What follows belongs to an exercise in optimizing a design on an open flow for small area, a short achievable clock period and few clock cycles per item; a production flow would make more cautious choices.
Only simulation tests tie the RTL to the original design; equivalence was not proved.

==> build 23 <==
Design seq_datapath, start of the top module:
module seq_datapath
#(
  parameter  int DATA_W   = 32,
  parameter  int NUM_REGS = 16,
  localparam int REG_AW   = $clog2(NUM_REGS)
) (
  input  logic              clk,
  input  logic              clr,
  input  logic              start,
  input  logic [3:0]        op,
  input  logic [REG_AW-1:0] ra,
  input  logic [REG_AW-1:0] rb,
  input  logic [REG_AW-1:0] rc,
  input  logic [DATA_W-1:0] in_port,
  input  logic              ext_wr_en,
  input  logic [REG_AW-1:0] ext_wr_addr,
  input  logic [DATA_W-1:0] ext_wr_data,
  input  logic [REG_AW-1:0] dbg_rd_addr,
  output logic [DATA_W-1:0] dbg_rd_data,
  output logic              busy,
  output logic              done,
  output logic              err,
  output logic [DATA_W-1:0] hi_out,
  output logic [DATA_W-1:0] lo_out
);
Settings: LEC_CHECK=0, ABC_AREA=1, CAP_MARGIN=20, CORE_MARGIN=2, CORE_UTILIZATION=62, SETUP_SLACK_MARGIN=0.2, SLEW_MARGIN=20; clock period 6.5 ns.
run.sh (not shown) runs the stock make flow with config.mk's settings and CLKGATE_MAP_FILE= SYNTH_SCRIPT=/design/flow/synth_recipe.tcl, a recipe that flattens the netlist after the stock synthesis.
==> build 7 (differences from build 23) <==
--- a/flow/design.v
+++ b/flow/design.v
@@ -16,20 +16,19 @@
     OP_MFLO = 4'd13,
     OP_IN   = 4'd14,
     OP_ILL  = 4'd15
   } op_e;
   typedef enum logic [2:0] {
     S_IDLE = 3'd0,
     S_LNCH = 3'd1,
-    S_MSET = 3'd2,
-    S_MUL  = 3'd3,
+    S_MUL  = 3'd2,
+    S_DSET = 3'd3,
     S_DALN = 3'd4,
     S_DIV  = 3'd5,
-    S_FIX  = 3'd6,
-    S_DSET = 3'd7
+    S_FIX  = 3'd6
   } state_e;
   function automatic int clog2(input int value);
     clog2 = $clog2(value);
   endfunction
 endpackage
 import seq_datapath_pkg::*;
 module seq_datapath_alu
@@ -191,40 +190,57 @@
     .div_inv (bpos_r),
     .rot     (rot_s),
     .rmask   (rmask_s),
     .sum     (alu_sum_s),
     .use_sum (alu_use_sum_s),
     .y       (alu_y_s)
   );
-  logic [DATA_W-1:0] zy_s, zm_s, smy_s, smm_s, smin_s;
+  logic [DATA_W-1:0] zy_s, zm_s, smy_s, smm_s;
   assign zy_s = y_r ^ {DATA_W{y_r[DATA_W-1]}};
   assign zm_s = m_r ^ {DATA_W{m_r[DATA_W-1]}};
   always_comb begin
     smy_s = zy_s;
     smm_s = zm_s;
     for (int k = 1; k < DATA_W; k = k * 2) begin
       smy_s = smy_s | (smy_s >> k);
       smm_s = smm_s | (smm_s >> k);
     end
   end
-  assign smin_s = smy_s & smm_s;
   function automatic logic [4:0] th2bin(input logic [DATA_W-1:0] t);
     th2bin = '0;
     for (int i = 0; i < DATA_W - 1; i++) begin
       if (t[i] && !t[i+1]) th2bin = 5'(i + 1);
     end
   endfunction
-  logic       mswap_s, mzero_s;
-  logic [7:0] mfirst_s;
-  assign mswap_s = |(smy_s & ~smm_s);
+  logic [DATA_W-1:0] zqa_s, zqb_s;
+  logic [7:0]        gqa_s, gqb_s, tqa_s, tqb_s, tqmin_s, mfirst_s;
+  logic              mswap_s, mzero_s;
+  assign zqa_s = a_s ^ {DATA_W{a_s[DATA_W-1]}};
+  assign zqb_s = b_s ^ {DATA_W{b_s[DATA_W-1]}};
+  always_comb begin
+    gqa_s = '0;
+    gqb_s = '0;
+    for (int k = 1; k < 8; k++) begin
+      gqa_s[k] = |zqa_s[4*k-1 +: 4];
+      gqb_s[k] = |zqb_s[4*k-1 +: 4];
+    end
+    tqa_s = gqa_s;
+    tqb_s = gqb_s;
+    for (int k = 1; k < 8; k = k * 2) begin
+      tqa_s = tqa_s | (tqa_s >> k);
+      tqb_s = tqb_s | (tqb_s >> k);
+    end
+    tqa_s[0] = 1'b1;
+    tqb_s[0] = 1'b1;
+  end
+  assign mswap_s = |(tqb_s & ~tqa_s);         
+  assign tqmin_s = tqa_s & tqb_s;
   assign mzero_s = (a_s == '0) || (b_s == '0);
   always_comb begin
-    for (int k = 0; k < 8; k++) begin
-      mfirst_s[k] = (k == 0 || smin_s[4*k-1]) && (k == 7 || !smin_s[4*k+3]);
-    end
+    for (int k = 0; k < 8; k++) mfirst_s[k] = tqmin_s[k] && (k == 7 || !tqmin_s[k+1]);
   end
   logic       bzero_s, azero_s, dquick_s;
   logic [4:0] len_a_s, len_b_s;
   logic [6:0] nit_s;
   assign bzero_s  = (b_s == '0);
   assign azero_s  = (a_s == '0);
   assign len_a_s  = th2bin(smy_s);
@@ -320,19 +336,18 @@
     state_nx_s = state_r;
     if (idle_s) begin
       state_nx_s = S_IDLE;
       if (acc_defer_s) state_nx_s = S_LNCH;
     end
     if (launch_s) begin
       state_nx_s = S_IDLE;
-      if ((cop_s == OP_MUL) && !mzero_s)              state_nx_s = S_MSET;
+      if ((cop_s == OP_MUL) && !mzero_s)              state_nx_s = S_MUL;
       if ((cop_s == OP_DIV) && !bzero_s && !azero_s) state_nx_s = S_DSET;
     end else begin
       case (state_r)
-        S_MSET: state_nx_s = S_MUL;
         S_MUL:  if (mstep_r[0]) state_nx_s = S_IDLE;
         S_DSET: state_nx_s = dquick_s ? S_IDLE : S_DALN;
         S_DALN: state_nx_s = (nite_r == '0) ? S_FIX : S_DIV;
         S_DIV:  if (cnt_r == '0) state_nx_s = (neg_a_r || neg_q_r) ? S_FIX : S_IDLE;
         S_FIX:  state_nx_s = S_IDLE;
         default: ;
       endcase
@@ -380,18 +395,19 @@
       end else if (launch_s) begin
         if (idle_s) begin
           pa_r <= ra;
           pb_r <= rb;
         end
         case (cop_s)
           OP_MUL: begin
-            hi_r <= '0;
-            lo_r <= '0;
-            m_r  <= a_s;
-            y_r  <= b_s;
+            hi_r    <= '0;
+            lo_r    <= '0;
+            m_r     <= mswap_s ? b_s : a_s;
+            y_r     <= mswap_s ? a_s : b_s;
+            mstep_r <= mfirst_s;
           end
           OP_DIV: begin
             neg_a_r <= a_s[DATA_W-1];
             neg_q_r <= a_s[DATA_W-1] ^ b_s[DATA_W-1];
             bpos_r  <= !b_s[DATA_W-1];
             m_r     <= b_s[DATA_W-1] ? b_s : ~b_s;
             y_r     <= a_s;
@@ -400,21 +416,14 @@
               lo_r <= '0;
             end
           end
           default: ;
         endcase
       end else begin
         case (state_r)
-          S_MSET: begin
-            if (mswap_s) begin
-              m_r <= y_r;
-              y_r <= m_r;
-            end
-            mstep_r <= mfirst_s;
-          end
           S_MUL: begin
             hi_r    <= mul_nx_s[2*DATA_W-1:DATA_W];
             lo_r    <= mul_nx_s[DATA_W-1:0];
             mstep_r <= mstep_r >> 1;
           end
           S_DSET: begin
             y_r    <= alu_sum_s;              
Settings changed: CORE_UTILIZATION 62 to 40, SETUP_SLACK_MARGIN 0.2 to 0.3.
==> summary of the runs <==
Build 7 completed without violations. Build 23 failed in 5_1_grt on GRT-0116.
Synthesized cell count: build 23 is smaller than build 7 (6.9%).
Of build 7 and build 23, build 7 has the higher synthesized area (gap about 2.4%, measured against build 23).
==> figures <==
| quantity | build 7 | build 23 |
|---|---|---|
| Run status | complete, no violations | aborted with a tool error |
| Stage where the flow stopped | - | 5_1_grt |
| Placer's final routability congestion estimate | 1.16 | 1.36 |
| Cell area after technology mapping | 65300 sq um | 63700 sq um |
| Compound-Gate Fraction of Synth Area | 0.156 | 0.205 |
| Initial Utilization | 0.402 | 0.626 |
| Area post-placement | 81300 sq um | 71900 sq um |
| Area share of fa/ha/maj cells after synthesis | 0.0602 | 0.0614 |
| Number of buffers inserted to repair setup after CTS | 3 | 0 |
| Post-synthesis average cell area | 6.44 sq um | 6.76 sq um |
| Simple-gate portion of the synthesized area | 0.374 | 0.300 |
| XOR/XNOR share of the synthesized area | 0.0443 | 0.0475 |
| Die Wd | 408 um | 325 um |
| Post-DP HPWL | 349000 um | 256000 um |
| Post_cts resized | 20 | 2 |
| Post-place setup slack | -0.807 ns | -0.435 ns |
| Row count | 148 | 117 |
| Area share of the largest cell type after synthesis | 0.236 | 0.241 |
| Dpl cells | 13538 | 11314 |
| Clock buffers created by TritonCTS | 80 | 75 |
| Post-Syn Instances | 10126 | 9432 |
| Nets in the synthesized netlist | 10494 | 9799 |
| Synth unique cells | 69 | 84 |
| Die height | 408 um | 325 um |
Testbench counts of build 23, summed over its fixed seeds: cycles 7,477, ops 4,800.
Testbench counts of build 7, summed over its fixed seeds: cycles 7,269, ops 4,800.

==> separate check: timing with driven ports <==
The results above use ideal ports. As a check the final layout listed here was re-extracted and re-timed, cells and wires unchanged.
Step 1, drivers: a clkbuf_16 drives clk and a buf_2 each remaining input, both assumed.
Step 2 adds t to the input delays and takes it off the output delays; t is the mean of the earliest and latest rising clock arrival at the registers after step 1. Input paths then give back, and output paths get back, about the clock's delay inside the block.
a / b / c = no drivers / after step 1 / after step 2; a / b = the first two.
run: build 7
t (ns): 0.836
slack for setup (ns): 0.198 / 0.265 / -0.571
worst setup path after step 2: input to register
clock arrival spread, ns: 0.076 / 0.076
worst slew at a driven data input, ns: 0.07
With both steps, setup timing fails in build 7, where it was met with ideal ports. The setup slack of build 7 moves by +0.067 ns with the drivers and by -0.769 ns with both steps.
